Context: an optimization exercise on an open-source flow, tuned for small area, a short achievable clock period and few clock cycles per item. The choices shown serve that exercise and are no tape-out recipe. Only the layout flow was run in this run; the RTL was not checked for function there. No activity file was given, so power comes from the tool's default toggle rates.

[design/flow/design.v]
package mics_pkg;
	localparam logic [31:0] ResetAddress = 32'hbfc00000;
	localparam logic [31:0] Poison = 32'hdeadbeef;
	localparam logic [1:0] KindNone = 2'd0;
	localparam logic [1:0] KindLoad = 2'd1;
	localparam logic [1:0] KindStore = 2'd2;
	localparam logic [1:0] SizeByte = 2'd0;
	localparam logic [1:0] SizeHalf = 2'd1;
	localparam logic [1:0] SizeWord = 2'd2;
	localparam logic [2:0] StOk = 3'd0;
	localparam logic [2:0] StBadOp = 3'd1;
	localparam logic [2:0] StOverflow = 3'd2;
	localparam logic [2:0] StBadCop = 3'd3;
	localparam logic [2:0] StHalted = 3'd4;
	localparam logic [1:0] PlNone = 2'd0;
	localparam logic [1:0] PlWord = 2'd1;
	localparam logic [1:0] PlSByte = 2'd2;
	localparam logic [1:0] PlUByte = 2'd3;
	localparam logic [5:0] OpSpecial = 6'h00;
	localparam logic [5:0] OpRegimm = 6'h01;
	localparam logic [5:0] OpJ = 6'h02;
	localparam logic [5:0] OpJal = 6'h03;
	localparam logic [5:0] OpBeq = 6'h04;
	localparam logic [5:0] OpBne = 6'h05;
	localparam logic [5:0] OpBlez = 6'h06;
	localparam logic [5:0] OpBgtz = 6'h07;
	localparam logic [5:0] OpAddi = 6'h08;
	localparam logic [5:0] OpAddiu = 6'h09;
	localparam logic [5:0] OpSlti = 6'h0a;
	localparam logic [5:0] OpSltiu = 6'h0b;
	localparam logic [5:0] OpAndi = 6'h0c;
	localparam logic [5:0] OpOri = 6'h0d;
	localparam logic [5:0] OpLui = 6'h0f;
	localparam logic [5:0] OpCop0 = 6'h10;
	localparam logic [5:0] OpLb = 6'h20;
	localparam logic [5:0] OpLw = 6'h23;
	localparam logic [5:0] OpLbu = 6'h24;
	localparam logic [5:0] OpSb = 6'h28;
	localparam logic [5:0] OpSh = 6'h29;
	localparam logic [5:0] OpSw = 6'h2b;
	localparam logic [5:0] FnSll = 6'h00;
	localparam logic [5:0] FnSrl = 6'h02;
	localparam logic [5:0] FnSra = 6'h03;
	localparam logic [5:0] FnJr = 6'h08;
	localparam logic [5:0] FnJalr = 6'h09;
	localparam logic [5:0] FnMfhi = 6'h10;
	localparam logic [5:0] FnMflo = 6'h12;
	localparam logic [5:0] FnDiv = 6'h1a;
	localparam logic [5:0] FnDivu = 6'h1b;
	localparam logic [5:0] FnAdd = 6'h20;
	localparam logic [5:0] FnAddu = 6'h21;
	localparam logic [5:0] FnSubu = 6'h23;
	localparam logic [5:0] FnAnd = 6'h24;
	localparam logic [5:0] FnOr = 6'h25;
	localparam logic [5:0] FnSlt = 6'h2a;
	localparam logic [5:0] FnSltu = 6'h2b;
	localparam logic [4:0] CopMt = 5'h04;
	localparam logic [4:0] CopMf = 5'h00;
	localparam logic [4:0] Cp0Sr = 5'd12;
	localparam logic [4:0] LinkReg = 5'd31;
endpackage
module mics_regfile (
	input  logic        clk,
	input  logic        arst_n,
	input  logic        we,
	input  logic [4:0]  waddr,
	input  logic [31:0] wdata,
	input  logic [4:0]  ra,
	input  logic [4:0]  rb,
	output logic [31:0] rd_a,
	output logic [31:0] rd_b
);
	logic [31:0] mem [1:31];
	logic [31:1] vld_q;
	always_ff @(posedge clk) begin
		if (we && waddr != '0) mem[waddr] <= wdata;
	end
	always_ff @(posedge clk or negedge arst_n) begin
		if (!arst_n) vld_q <= '0;
		else if (we && waddr != '0) vld_q[waddr] <= 1'b1;
	end
	logic [31:1] sa, sb;
	always_comb begin
		for (int i = 1; i < 32; i++) begin
			sa[i] = (ra == 5'(i));
			sb[i] = (rb == 5'(i));
		end
	end
	always_comb begin
		logic [31:0] a, b;
		logic va, vb;
		a = '0; b = '0; va = 1'b0; vb = 1'b0;
		for (int i = 1; i < 32; i++) begin
			a = a | ({32{sa[i]}} & mem[i]);
			b = b | ({32{sb[i]}} & mem[i]);
			va = va | (sa[i] & vld_q[i]);
			vb = vb | (sb[i] & vld_q[i]);
		end
		rd_a = (ra == '0) ? '0 : (va ? a : mics_pkg::Poison);
		rd_b = (rb == '0) ? '0 : (vb ? b : mics_pkg::Poison);
	end
endmodule
module mics_div (
	input  logic        clk,
	input  logic        arst_n,
	input  logic        start,
	input  logic        set,
	input  logic [31:0] a,       
	input  logic [31:0] b,       
	input  logic        neg_q,
	input  logic        neg_r,
	output logic        busy,
	output logic [31:0] rem,
	output logic [31:0] quot,
	output logic        rem_neg,
	output logic        quot_neg
);
	logic [31:0] r_q, q_q, d_q;
	logic [4:0]  cnt_q;
	logic        nq_q, nr_q;
	logic [1:0]  st_q;    
	function automatic logic [5:0] lzc(input logic [31:0] v);
		lzc = 6'd32;
		for (int i = 0; i < 32; i++) if (v[i]) lzc = 6'(31 - i);
	endfunction
	logic [5:0] la, lb;
	logic [5:0] sh;
	logic [32:0] diff;
	assign la = lzc(r_q);
	assign lb = lzc(d_q);
	assign sh = lb - la;
	assign diff = {1'b0, r_q} - {1'b0, d_q};
	always_ff @(posedge clk or negedge arst_n) begin
		if (!arst_n) begin
			st_q <= 2'd0;
			r_q <= mics_pkg::Poison;
			q_q <= mics_pkg::Poison;
			nq_q <= 1'b0;
			nr_q <= 1'b0;
		end else begin
			if (set) begin
				r_q <= a;
				q_q <= b;
				nq_q <= 1'b0;
				nr_q <= 1'b0;
			end else if (start) begin
				r_q <= a;
				q_q <= '0;
				nq_q <= neg_q;
				nr_q <= neg_r;
				st_q <= 2'd1;
			end else if (st_q == 2'd1) begin
				st_q <= (la > lb) ? 2'd0 : 2'd2;
			end else if (st_q == 2'd2) begin
				if (!diff[32]) r_q <= diff[31:0];
				q_q <= {q_q[30:0], !diff[32]};
				if (cnt_q == '0) st_q <= 2'd0;
			end
		end
	end
	always_ff @(posedge clk) begin
		if (start) d_q <= b;
		else if (st_q == 2'd1) begin
			d_q <= d_q << sh[4:0];
			cnt_q <= sh[4:0];
		end else if (st_q == 2'd2) begin
			d_q <= d_q >> 1;
			cnt_q <= cnt_q - 5'd1;
		end
	end
	assign busy = st_q != 2'd0;
	assign rem = r_q;
	assign quot = q_q;
	assign rem_neg = nr_q;
	assign quot_neg = nq_q;
endmodule
module mips_integer_core_step_top (
	input  logic        clk,
	input  logic        arst_n,
	input  logic        inst_valid,
	output logic        inst_ready,
	input  logic [63:0] inst_item,
	output logic        res_valid,
	input  logic        res_ready,
	output logic [102:0] res_item,
	input  logic        cfg_valid,
	output logic        cfg_ready,
	input  logic [31:0] cfg_data
);
	logic        dv_q;
	logic [31:0] dw_q;
	logic [31:0] ew_q, ea_q, eb_q, ei_q;
	logic [31:0] pc_q, sr_q;
	logic        halted_q;
	logic [4:0]  pend_t_q;
	logic [1:0]  pend_m_q;
	logic        pend_sr_q;
	logic        wb_v_q;
	logic [4:0]  wb_t_q;
	logic [31:0] wb_d_q;
	logic        res_valid_q;
	logic [102:0] res_q;
	logic        c_inv_q, c_sum_q, c_and_q, c_or_q, c_sh_q, c_slt_q, c_sltu_q, c_lui_q;
	logic        c_link_q, c_hi_q, c_lo_q, c_sll_q, c_sra_q;
	logic [5:0]  c_amt_q;
	logic fire, accept, stall;
	logic [5:0]  d_op, d_fn;
	logic        d_r;
	logic        d_inv, d_sum, d_and, d_or, d_sh, d_slt, d_sltu, d_lui, d_link, d_hi, d_lo, d_sll, d_sra;
	logic        d_imm;
	logic [5:0]  d_amt;
	logic [31:0] d_immv;
	assign d_op = dw_q[31:26];
	assign d_fn = dw_q[5:0];
	assign d_r = d_op == mics_pkg::OpSpecial;
	always_comb begin
		d_inv = (d_r && (d_fn == mics_pkg::FnSubu || d_fn == mics_pkg::FnSlt || d_fn == mics_pkg::FnSltu)) ||
			d_op == mics_pkg::OpSlti || d_op == mics_pkg::OpSltiu;
		d_sum = (d_r && (d_fn == mics_pkg::FnAdd || d_fn == mics_pkg::FnAddu || d_fn == mics_pkg::FnSubu)) ||
			d_op == mics_pkg::OpAddi || d_op == mics_pkg::OpAddiu;
		d_and = (d_r && d_fn == mics_pkg::FnAnd) || d_op == mics_pkg::OpAndi;
		d_or = (d_r && d_fn == mics_pkg::FnOr) || d_op == mics_pkg::OpOri;
		d_sll = d_r && d_fn == mics_pkg::FnSll;
		d_sra = d_r && d_fn == mics_pkg::FnSra;
		d_sh = d_r && (d_fn == mics_pkg::FnSll || d_fn == mics_pkg::FnSrl || d_fn == mics_pkg::FnSra);
		d_slt = (d_r && d_fn == mics_pkg::FnSlt) || d_op == mics_pkg::OpSlti;
		d_sltu = (d_r && d_fn == mics_pkg::FnSltu) || d_op == mics_pkg::OpSltiu;
		d_lui = d_op == mics_pkg::OpLui;
		d_link = (d_r && d_fn == mics_pkg::FnJalr) || d_op == mics_pkg::OpJal ||
			(d_op == mics_pkg::OpRegimm && dw_q[20]);
		d_hi = d_r && d_fn == mics_pkg::FnMfhi;
		d_lo = d_r && d_fn == mics_pkg::FnMflo;
		d_amt = d_sll ? (6'd32 - {1'b0, dw_q[10:6]}) : {1'b0, dw_q[10:6]};
		case (d_op)
			mics_pkg::OpAddi, mics_pkg::OpAddiu, mics_pkg::OpSlti, mics_pkg::OpSltiu,
			mics_pkg::OpLb, mics_pkg::OpLbu, mics_pkg::OpLw, mics_pkg::OpSb, mics_pkg::OpSh,
			mics_pkg::OpSw: begin d_imm = 1'b1; d_immv = {{16{dw_q[15]}}, dw_q[15:0]}; end
			mics_pkg::OpAndi, mics_pkg::OpOri: begin d_imm = 1'b1; d_immv = {16'h0, dw_q[15:0]}; end
			mics_pkg::OpLui: begin d_imm = 1'b1; d_immv = {dw_q[15:0], 16'h0}; end
			default: begin d_imm = 1'b0; d_immv = {{16{dw_q[15]}}, dw_q[15:0]}; end
		endcase
	end
	logic [5:0]  op, fn;
	logic [4:0]  rsi, rti, rdi;
	logic [31:0] rs, rt, simm, pc_inc, br_tgt, j_tgt, bx, sum, shres, hl, hlv;
	logic [32:0] s33;
	logic        isolated, sltv, sltuv, ovf, eq;
	logic [63:0] fun;
	assign rs = ea_q;
	assign rt = eb_q;
	assign op = ew_q[31:26];
	assign fn = ew_q[5:0];
	assign rsi = ew_q[25:21];
	assign rti = ew_q[20:16];
	assign rdi = ew_q[15:11];
	assign simm = {{16{ew_q[15]}}, ew_q[15:0]};
	assign pc_inc = pc_q + 32'd4;
	assign br_tgt = pc_q + {simm[29:0], 2'b00};
	assign j_tgt = {pc_q[31:28], ew_q[25:0], 2'b00};
	assign isolated = sr_q[16];
	assign bx = ei_q ^ {32{c_inv_q}};
	assign s33 = {1'b0, ea_q} + {1'b0, bx} + {32'h0, c_inv_q};
	assign sum = s33[31:0];
	assign sltuv = !s33[32];
	assign sltv = (ea_q[31] ^ ei_q[31]) ? ea_q[31] : sum[31];
	assign ovf = (ea_q[31] == ei_q[31]) && (sum[31] != ea_q[31]);
	assign eq = ea_q == eb_q;
	assign fun = {(c_sll_q ? eb_q : {32{c_sra_q & eb_q[31]}}), (c_sll_q ? 32'h0 : eb_q)} >> c_amt_q;
	assign shres = fun[31:0];
	logic [31:0] div_rem, div_quot;
	logic        div_busy, div_rn, div_qn;
	assign hl = c_hi_q ? div_rem : div_quot;
	assign hlv = (c_hi_q ? div_rn : div_qn) ? (32'h0 - hl) : hl;
	logic [31:0] wr_val;
	assign wr_val = ({32{c_sum_q}} & sum) | ({32{c_and_q}} & (ea_q & ei_q)) |
		({32{c_or_q}} & (ea_q | ei_q)) | ({32{c_sh_q}} & shres) |
		{31'h0, (c_slt_q & sltv) | (c_sltu_q & sltuv)} | ({32{c_lui_q}} & ei_q) |
		({32{c_link_q}} & pc_inc) | ({32{c_hi_q | c_lo_q}} & hlv);
	logic [31:0] nx_pc, sdata, maddr;
	logic [4:0]  wr_idx, new_t;
	logic [1:0]  kind, size, new_m;
	logic [2:0]  st;
	logic wr, new_sr, sr_we, div_set, div_go, div_signed, hilo_use;
	always_comb begin
		nx_pc = pc_inc;
		wr = 1'b0; wr_idx = rdi;
		st = mics_pkg::StOk; kind = mics_pkg::KindNone; size = mics_pkg::SizeByte; maddr = '0; sdata = '0;
		new_t = rti; new_m = mics_pkg::PlNone; new_sr = 1'b0; sr_we = 1'b0;
		div_set = 1'b0; div_go = 1'b0; div_signed = 1'b0; hilo_use = 1'b0;
		case (op)
			mics_pkg::OpSpecial: begin
				case (fn)
					mics_pkg::FnSll, mics_pkg::FnSrl, mics_pkg::FnSra, mics_pkg::FnAddu,
					mics_pkg::FnSubu, mics_pkg::FnAnd, mics_pkg::FnOr, mics_pkg::FnSlt,
					mics_pkg::FnSltu: wr = 1'b1;
					mics_pkg::FnJr: nx_pc = rs;
					mics_pkg::FnJalr: begin wr = 1'b1; nx_pc = rs; end
					mics_pkg::FnMfhi, mics_pkg::FnMflo: begin wr = 1'b1; hilo_use = 1'b1; end
					mics_pkg::FnDiv: begin
						hilo_use = 1'b1; div_signed = 1'b1;
						if (rt == '0) div_set = 1'b1;
						else div_go = 1'b1;
					end
					mics_pkg::FnDivu: begin
						hilo_use = 1'b1;
						if (rt == '0) div_set = 1'b1;
						else div_go = 1'b1;
					end
					mics_pkg::FnAdd: begin
						wr = 1'b1;
						if (ovf) st = mics_pkg::StOverflow;
					end
					default: st = mics_pkg::StBadOp;
				endcase
			end
			mics_pkg::OpRegimm: begin
				wr = ew_q[20]; wr_idx = mics_pkg::LinkReg;
				if (rs[31] ^ ew_q[16]) nx_pc = br_tgt;
			end
			mics_pkg::OpJal: begin
				wr = 1'b1; wr_idx = mics_pkg::LinkReg; nx_pc = j_tgt;
			end
			mics_pkg::OpJ: nx_pc = j_tgt;
			mics_pkg::OpBeq: if (eq) nx_pc = br_tgt;
			mics_pkg::OpBne: if (!eq) nx_pc = br_tgt;
			mics_pkg::OpBlez: if (rs == '0 || rs[31]) nx_pc = br_tgt;
			mics_pkg::OpBgtz: if (rs != '0 && !rs[31]) nx_pc = br_tgt;
			mics_pkg::OpAddi: begin
				wr = 1'b1; wr_idx = rti;
				if (ovf) st = mics_pkg::StOverflow;
			end
			mics_pkg::OpAddiu, mics_pkg::OpSlti, mics_pkg::OpSltiu, mics_pkg::OpAndi,
			mics_pkg::OpOri, mics_pkg::OpLui: begin wr = 1'b1; wr_idx = rti; end
			mics_pkg::OpCop0: begin
				if (rsi == mics_pkg::CopMt) begin
					if (rdi == mics_pkg::Cp0Sr) sr_we = 1'b1;
					else if (rdi == 5'd3 || rdi == 5'd5 || rdi == 5'd6 || rdi == 5'd7 ||
						rdi == 5'd9 || rdi == 5'd11 || rdi == 5'd13) begin
						if (rt != '0) st = mics_pkg::StBadCop;
					end else st = mics_pkg::StBadCop;
				end else if (rsi == mics_pkg::CopMf) begin
					if (rdi == mics_pkg::Cp0Sr) new_sr = 1'b1;
					else st = mics_pkg::StBadCop;
				end else st = mics_pkg::StBadCop;
			end
			mics_pkg::OpLb: begin kind = mics_pkg::KindLoad; maddr = sum; new_m = mics_pkg::PlSByte; end
			mics_pkg::OpLbu: begin kind = mics_pkg::KindLoad; maddr = sum; new_m = mics_pkg::PlUByte; end
			mics_pkg::OpLw: if (!isolated) begin
				kind = mics_pkg::KindLoad; size = mics_pkg::SizeWord; maddr = sum; new_m = mics_pkg::PlWord;
			end
			mics_pkg::OpSb: if (!isolated) begin
				kind = mics_pkg::KindStore; maddr = sum; sdata = {24'h0, rt[7:0]};
			end
			mics_pkg::OpSh: if (!isolated) begin
				kind = mics_pkg::KindStore; size = mics_pkg::SizeHalf; maddr = sum; sdata = {16'h0, rt[15:0]};
			end
			mics_pkg::OpSw: if (!isolated) begin
				kind = mics_pkg::KindStore; size = mics_pkg::SizeWord; maddr = sum; sdata = rt;
			end
			default: st = mics_pkg::StBadOp;
		endcase
	end
	assign stall = hilo_use && div_busy && !halted_q;
	assign fire = dv_q && !stall && (!res_valid_q || res_ready);
	assign inst_ready = !dv_q || fire;
	assign accept = inst_valid && inst_ready;
	assign cfg_ready = 1'b1;
	assign res_valid = res_valid_q;
	assign res_item = res_q;
	logic [31:0] div_a, div_b;
	always_comb begin
		if (div_set) begin
			div_a = rs;
			div_b = (div_signed && rs[31]) ? 32'd1 : 32'hffffffff;
		end else begin
			div_a = (div_signed && rs[31]) ? (32'h0 - rs) : rs;
			div_b = (div_signed && rt[31]) ? (32'h0 - rt) : rt;
		end
	end
	mics_div u_div (
		.clk(clk), .arst_n(arst_n),
		.start(fire && !halted_q && div_go),
		.set(fire && !halted_q && div_set),
		.a(div_a), .b(div_b),
		.neg_q(div_signed && (rs[31] ^ rt[31])),
		.neg_r(div_signed && rs[31]),
		.busy(div_busy), .rem(div_rem), .quot(div_quot), .rem_neg(div_rn), .quot_neg(div_qn)
	);
	logic        ex_we, wp_we, land_in;
	logic [4:0]  land_t;
	logic [1:0]  land_m;
	logic [31:0] land_val;
	assign ex_we = !halted_q && wr && wr_idx != '0;
	always_comb begin
		if (fire) begin
			land_t = new_t;
			land_m = (halted_q || st != mics_pkg::StOk) ? mics_pkg::PlNone : new_m;
			land_in = !halted_q && st == mics_pkg::StOk && (new_m != mics_pkg::PlNone || new_sr);
			if (new_sr) land_m = mics_pkg::PlNone;
		end else begin
			land_t = pend_t_q;
			land_m = pend_m_q;
			land_in = pend_sr_q || pend_m_q != mics_pkg::PlNone;
		end
		land_in = accept && land_in && land_t != '0;
		case (land_m)
			mics_pkg::PlSByte: land_val = {{24{inst_item[7]}}, inst_item[7:0]};
			mics_pkg::PlUByte: land_val = {24'h0, inst_item[7:0]};
			mics_pkg::PlWord: land_val = inst_item[31:0];
			default: land_val = sr_q;
		endcase
	end
	assign wp_we = (fire && ex_we) || wb_v_q;
	logic [31:0] rf_a, rf_b;
	mics_regfile u_rf (
		.clk(clk), .arst_n(arst_n),
		.we(wp_we), .waddr((fire && ex_we) ? wr_idx : wb_t_q), .wdata((fire && ex_we) ? wr_val : wb_d_q),
		.ra(dw_q[25:21]), .rb(dw_q[20:16]),
		.rd_a(rf_a), .rd_b(rf_b)
	);
	logic [31:0] opa, opb_o, opi;
	logic        fa, fb;
	assign fa = ex_we && wr_idx == dw_q[25:21];
	assign fb = ex_we && wr_idx == dw_q[20:16];
	always_comb begin
		if (wb_v_q && wb_t_q == dw_q[25:21] && dw_q[25:21] != '0) opa = wb_d_q;
		else opa = rf_a;
		if (wb_v_q && wb_t_q == dw_q[20:16] && dw_q[20:16] != '0) opb_o = wb_d_q;
		else opb_o = rf_b;
	end
	always_ff @(posedge clk or negedge arst_n) begin
		if (!arst_n) begin
			dv_q <= 1'b0;
			ew_q <= '0;
			{c_inv_q, c_sum_q, c_and_q, c_or_q, c_sh_q, c_slt_q, c_sltu_q, c_lui_q} <= '0;
			{c_link_q, c_hi_q, c_lo_q, c_sra_q} <= '0;
			c_sll_q <= 1'b1;
			pc_q <= mics_pkg::ResetAddress;
			sr_q <= '0;
			halted_q <= 1'b0;
			pend_t_q <= '0;
			pend_m_q <= mics_pkg::PlNone;
			pend_sr_q <= 1'b0;
			wb_v_q <= 1'b0;
			res_valid_q <= 1'b0;
		end else begin
			if (accept) dv_q <= 1'b1;
			else if (fire) dv_q <= 1'b0;
			if (fire) res_valid_q <= 1'b1;
			else if (res_ready) res_valid_q <= 1'b0;
			if (land_in) wb_v_q <= 1'b1;
			else if (fire && ex_we) wb_v_q <= wb_v_q && wb_t_q != wr_idx;
			else wb_v_q <= 1'b0;
			if (accept) begin
				pend_m_q <= mics_pkg::PlNone;
				pend_sr_q <= 1'b0;
			end else if (fire && !halted_q && st == mics_pkg::StOk) begin
				pend_t_q <= new_t;
				pend_m_q <= new_m;
				pend_sr_q <= new_sr;
			end
			if (fire) begin
				ew_q <= dw_q;
				{c_inv_q, c_sum_q, c_and_q, c_or_q, c_sh_q, c_slt_q, c_sltu_q, c_lui_q} <=
					{d_inv, d_sum, d_and, d_or, d_sh, d_slt, d_sltu, d_lui};
				{c_link_q, c_hi_q, c_lo_q, c_sll_q, c_sra_q} <= {d_link, d_hi, d_lo, d_sll, d_sra};
				if (!halted_q) begin
					pc_q <= nx_pc;
					if (st != mics_pkg::StOk) halted_q <= 1'b1;
					if (sr_we) sr_q <= rt;
				end
			end
		end
	end
	always_ff @(posedge clk) begin
		if (accept) dw_q <= inst_item[63:32];
		if (fire) begin
			c_amt_q <= d_amt;
			ea_q <= fa ? wr_val : opa;
			eb_q <= fb ? wr_val : opb_o;
			ei_q <= d_imm ? d_immv : (fb ? wr_val : opb_o);
		end
		if (land_in) begin
			wb_t_q <= land_t;
			wb_d_q <= land_val;
		end
		if (fire) begin
			if (halted_q) begin
				res_q <= {pc_q, mics_pkg::KindNone, mics_pkg::SizeByte, 32'h0, 32'h0, mics_pkg::StHalted};
			end else begin
				res_q <= {nx_pc, kind, size, maddr, sdata, st};
			end
		end
	end
endmodule
[design/flow/config.mk]
export PLATFORM = sky130hd
export DESIGN_NAME = mips_integer_core_step_top
export DESIGN_NICKNAME = mips_integer_core_step_top
export VERILOG_FILES = /design/flow/design.v
export SDC_FILE = /design/flow/constraint.sdc
export NUM_CORES = 4
export LEC_CHECK = 0
export CAP_MARGIN = 30
export CORE_MARGIN = 2
export CORE_UTILIZATION = 40
export SETUP_SLACK_MARGIN = 2.5
export SLEW_MARGIN = 30
[design/flow/constraint.sdc]
create_clock -name core_clock -period 7.0 [get_ports {clk}]
set_input_delay 1.4000 -clock core_clock [delete_from_list [all_inputs] [get_ports {clk}]]
set_output_delay 1.4000 -clock core_clock [all_outputs]
set_load 0.01 [all_outputs]
[design/flow/run.sh]
#!/bin/bash
# synth_recipe.tcl (not shown) runs the flow's synth.tcl, then flattens the netlist and writes it again
# the make line also repeats each setting of config.mk as NAME=value (left out here)
make -C /OpenROAD-flow-scripts/flow DESIGN_CONFIG=/design/flow/config.mk WORK_HOME=/design/flow/orfs CLKGATE_MAP_FILE= SYNTH_SCRIPT=/design/flow/synth_recipe.tcl finish
==> impl_metrics.csv <==
group,metric,value,unit
grt,grt_max_degree,126,
timing,slew_headroom,19.8,%
floorplan,dieArea,0.213,mm2
clock_network,cts.sink_count,1523,
route,drtIter0Drc,16393,
power_and_ir_drop,vdd_drop_max,0.282,mV
timing,fmax,0.207,GHz
timing,period_share,68.8,%
yosys,synth_area_per_cell,11.0,um2
power_and_ir_drop,cellLeakagePower,35.1,nW
yosys,synth-main-ff-cell,"edfxtp_1",
grt,grt_pass1_wl,558000,um
cells_and_area,fin_area,0.0984,mm2
cells_and_area,syn2layout_area_growth,17.6,%
yosys,synth-edff-count,1303,
route,vias,76452,
setup_path,cp_slowest_stage_delay,0.56,ns
clock_network,cts.path.max_buffers,3,
setup_path,crit_path_max_fanout,7,
placed_design,port_buffers,172,
floorplan,rows,167,
cells_and_area,layout_common_cells,"edfxtp_1 (1303), a22oi_1 (957), nand2_1 (646), nor2_1 (417), a21oi_1 (373)",
setup_path,crit_chain,"buf_6, nor2_4, o311ai_4, a311oi_2, o31ai_2, a211oi_2, o311ai_2, a311oi_1, nor3_1, o31a_1, fa_2, buf_12, buf_6, mux2_4, nor2_4, a21oi_2, a21oi_2, mux2i_2, buf_4, a221oi_4, a21oi_1",
placed_design,dp_hpwl,258000,um
route,first_pass_iters,13,
yosys,netlist_instances,7606,
timing,period_needed,4.82,ns
setup_path,slowest_stage,"fa_2",
grt,grt_usage,37.2,%
cells_and_area,drive_gt1_share,16.4,%
yosys,yosys_warnings,3,
setup_path,required,7.58,ns
floorplan,core_region_area,0.207,mm2
clock_network,clock_latency,0.88,ns
clock_network,ctsHoldBuffers,0,
floorplan,fp.dieW,461,um
yosys,post_synth_num_cell_types,108,
yosys,syn-num-nets,7836,
clock_network,path_clk_slew,0.07,ns
placed_design,pre_cts_ws,1.13,ns
setup_path,cp.arrival,5.40,ns
yosys,async_flop_share,14.4,%
run_status,status,"finished clean",
yosys,netlist_area,0.0837,mm2
route,post-route-drc-count,0,
yosys,yosysSeqAreaShare,53.4,%
setup_path,start_kind,"register",
timing,setup_violations,0,
timing,finalSetupTns,0,ns
floorplan,start_util,40.3,%
cells_and_area,final_util,47.4,%
route,wire_per_inst,38.3,um
setup_path,end_kind,"register",
timing,rsz0062_at_grt,"yes",
timing,skew,0.0767,ns
timing,hold-worst-slack,0.498,ns
clock_network,cts_tree,"built",
hold_path,hold_class,"reg2reg",
floorplan,io-pin-count,207,
job,drv_cap,0,
placed_design,routabilityCongestion,0.990,
yosys,ys_ff_latch,1523,
cells_and_area,nets,8034,
grt,antenna_found_initial,19,
timing,tightest_slew,1.20,ns
timing,fin_ws,2.18,ns
route,routed_wl,411000,um
cells_and_area,final_common_cell,"edfxtp_1",
clock_network,htreeDepth,4,
floorplan,die_y,461,um
route,via_per_inst,7.12,
clock_network,root_buffer,"clkbuf_16",
timing,slew_violations,0,
grt,first_global_vias,71168,
placed_design,placed_cell_area,0.0900,mm2
clock_network,cts_buffers,164,
grt,overflow,0,
setup_path,path_class,"reg2reg",
power_and_ir_drop,p_per_area,228,mW/mm2
route,ant_nets,0,
timing,finalHoldViolations,0,
[cell usage after synthesis, types with 29 or more instances]
| cell type | n | share of area (%) |
|---|---|---|
| buf_2 | 39 | 0.23 |
| and3_1 | 67 | 0.50 |
| ha_1 | 125 | 1.9 |
| nand2_1 | 656 | 2.9 |
| xnor2_1 | 125 | 1.3 |
| nand2b_1 | 45 | 0.34 |
| mux2i_1 | 173 | 2.1 |
| inv_1 | 139 | 0.62 |
| dfrtp_1 | 162 | 4.8 |
| a21o_1 | 102 | 0.91 |
| nand4_1 | 137 | 1.0 |
| a221oi_1 | 79 | 0.83 |
| a21oi_1 | 424 | 2.5 |
| or3_1 | 39 | 0.29 |
| a22oi_1 | 957 | 8.6 |
| nand3_1 | 254 | 1.5 |
| nor4_1 | 55 | 0.41 |
| o21a_1 | 37 | 0.33 |
| mux2_2 | 97 | 1.3 |
| o221ai_1 | 34 | 0.36 |
| mux4_2 | 69 | 1.9 |
| o21bai_1 | 29 | 0.26 |
| and2_1 | 78 | 0.58 |
| nor3_1 | 183 | 1.1 |
| xor2_1 | 148 | 1.5 |
| o211ai_1 | 51 | 0.46 |
| a31oi_1 | 45 | 0.34 |
| nor2_1 | 504 | 2.3 |
| dfstp_2 | 58 | 1.8 |
| buf_1 | 64 | 0.29 |
| o31ai_1 | 49 | 0.44 |
| clkbuf_1 | 468 | 2.1 |
| o22ai_1 | 29 | 0.22 |
| a222oi_1 | 89 | 1.1 |
| a211oi_1 | 58 | 0.52 |
| edfxtp_1 | 1303 | 47 |
| nor2b_1 | 32 | 0.24 |
| o21ai_0 | 213 | 1.3 |
[kinds of logic (layout without fill, tap and decap cells)]
kind of cell               count (synthesis)  count (layout)  share of synthesized area, %
muxes                                    344             344                          5.32
adders and majority gates                129             129                          1.96
AOI/OAI and AO/OA                       2415            2421                          20.5
buffers and inverters                    723            1054                          3.32
xor gates and xnor gates                 275             275                          2.90
other                                      1               9                       0.00448
and+or+nand+nor                         2196            2197                          12.6
DFF                                     1523            1523                          53.4
[layer usage]
metal	routed length [um]	GRT usage [%]
met1	141000	45.7
met2	173000	54.7
met3	62000	13.7
met4	34600	24.5
met5	369	0.207
[state kept, by name, summed over array words and instances, names as in the netlist, 5 cells and up]
name / flops
res_q: 103
wb_t_q: 5
u_div.cnt_q: 5
ew_q: 32
u_div.r_q: 32
u_rf.vld_q: 31
pend_t_q: 5
u_div.d_q: 32
eb_q: 32
sr_q: 32
ea_q: 32
u_rf.mem: 992
c_amt_q: 6
wb_d_q: 32
u_div.q_q: 32
pc_q: 32
dw_q: 32
ei_q: 32
[stage by stage]
| stage | cells | total power [mW] |
|---|---|---|
| 4_1_cts | 10667 | 22.2 |
| 6_report | 10740 | 22.4 |
| 3_5_place_dp | 10266 | 13.2 |
| 3_3_place_gp | 10258 | 13.2 |
| 5_1_grt | 10735 | 22.9 |
| 2_1_floorplan | 7606 | 11.9 |
[power by group]
| part | leakage [nW] | internal, mW | switching [mW] |
|---|---|---|---|
| combinational | 17.9 | 1.02 | 2.08 |
| sequential | 14.5 | 9.91 | 0.234 |
| clock | 2.71 | 5.16 | 4.03 |
| total | 35.1 | 16.1 | 6.34 |
[final timing paths]
check	slack, ns	start	end	cells after the start
min in group asynchronous	0.55	arst_n	pc_q[18]	1
worst min register to register	0.50	u_div.q_q[31]	u_div.q_q[31]	2
max in group asynchronous	5.15	arst_n	sr_q[28]	2
worst min-delay path	0.50	u_div.q_q[31]	u_div.q_q[31]	2
worst max register to register	2.18	u_div.d_q[0]	u_div.d_q[12]	21
worst max-delay path	2.18	u_div.d_q[0]	u_div.d_q[12]	21
[worst max-delay path, delay by kind of cell (launching register included)]
family / cells / cell delay [ns]
buf+inv: 4 / 0.60
simple gates: 3 / 0.29
mux: 2 / 0.46
fa+ha+maj: 1 / 0.56
flops: 1 / 0.40
compound gates: 11 / 2.22
[area by class of cell]
class	instances	area (um2)
Multi-Input combinational cell	5367	38200
Clock buffer	199	4350
Sequential cell	1523	44700
Antenna cell	8	20.0
Inverter	147	567
Timing Repair Buffer	601	5790
Clock inverter	107	1240
Fill cell	18697	109000
Tap cell	2788	3490
[repair_timing]
action / CTS / global route
endpoints found under the setup margin: 1749 / 1382
pin swaps: 69 / 59
endpoints found under the hold margin: 0 / 0
setup buffers: 86 / 59
cloned: 9 / 5
resized for setup: 168 / 153

-- port drivers added, routing unchanged --
No port has a modelled driver above. Below, the same layout with a new extraction and two added sets of constraints.
Step 1: set_driving_cell puts a clkbuf_16 on clk and a buf_2 on each other input, an assumption about the parent block.
Step 2 moves the port delays by t, midway between the first and last clock arrival at a register: inputs arrive t later, outputs are due t later. That takes back most of the time a late clock gives input paths.
Slacks: ideal ports / drivers / drivers and shift; pairs: ideal ports / drivers.
t, ns: 0.932
setup WS [ns]: 2.181 / 2.181 / 1.845
worst setup path at the end: input to register
slew at the worst register clock pin (ns): 0.07 / 0.07
pins driven straight from the clock port: 1
After both steps setup and hold are still met in this run. The setup slack of this run moves by 0.000 ns with the drivers and by -0.336 ns with both steps.
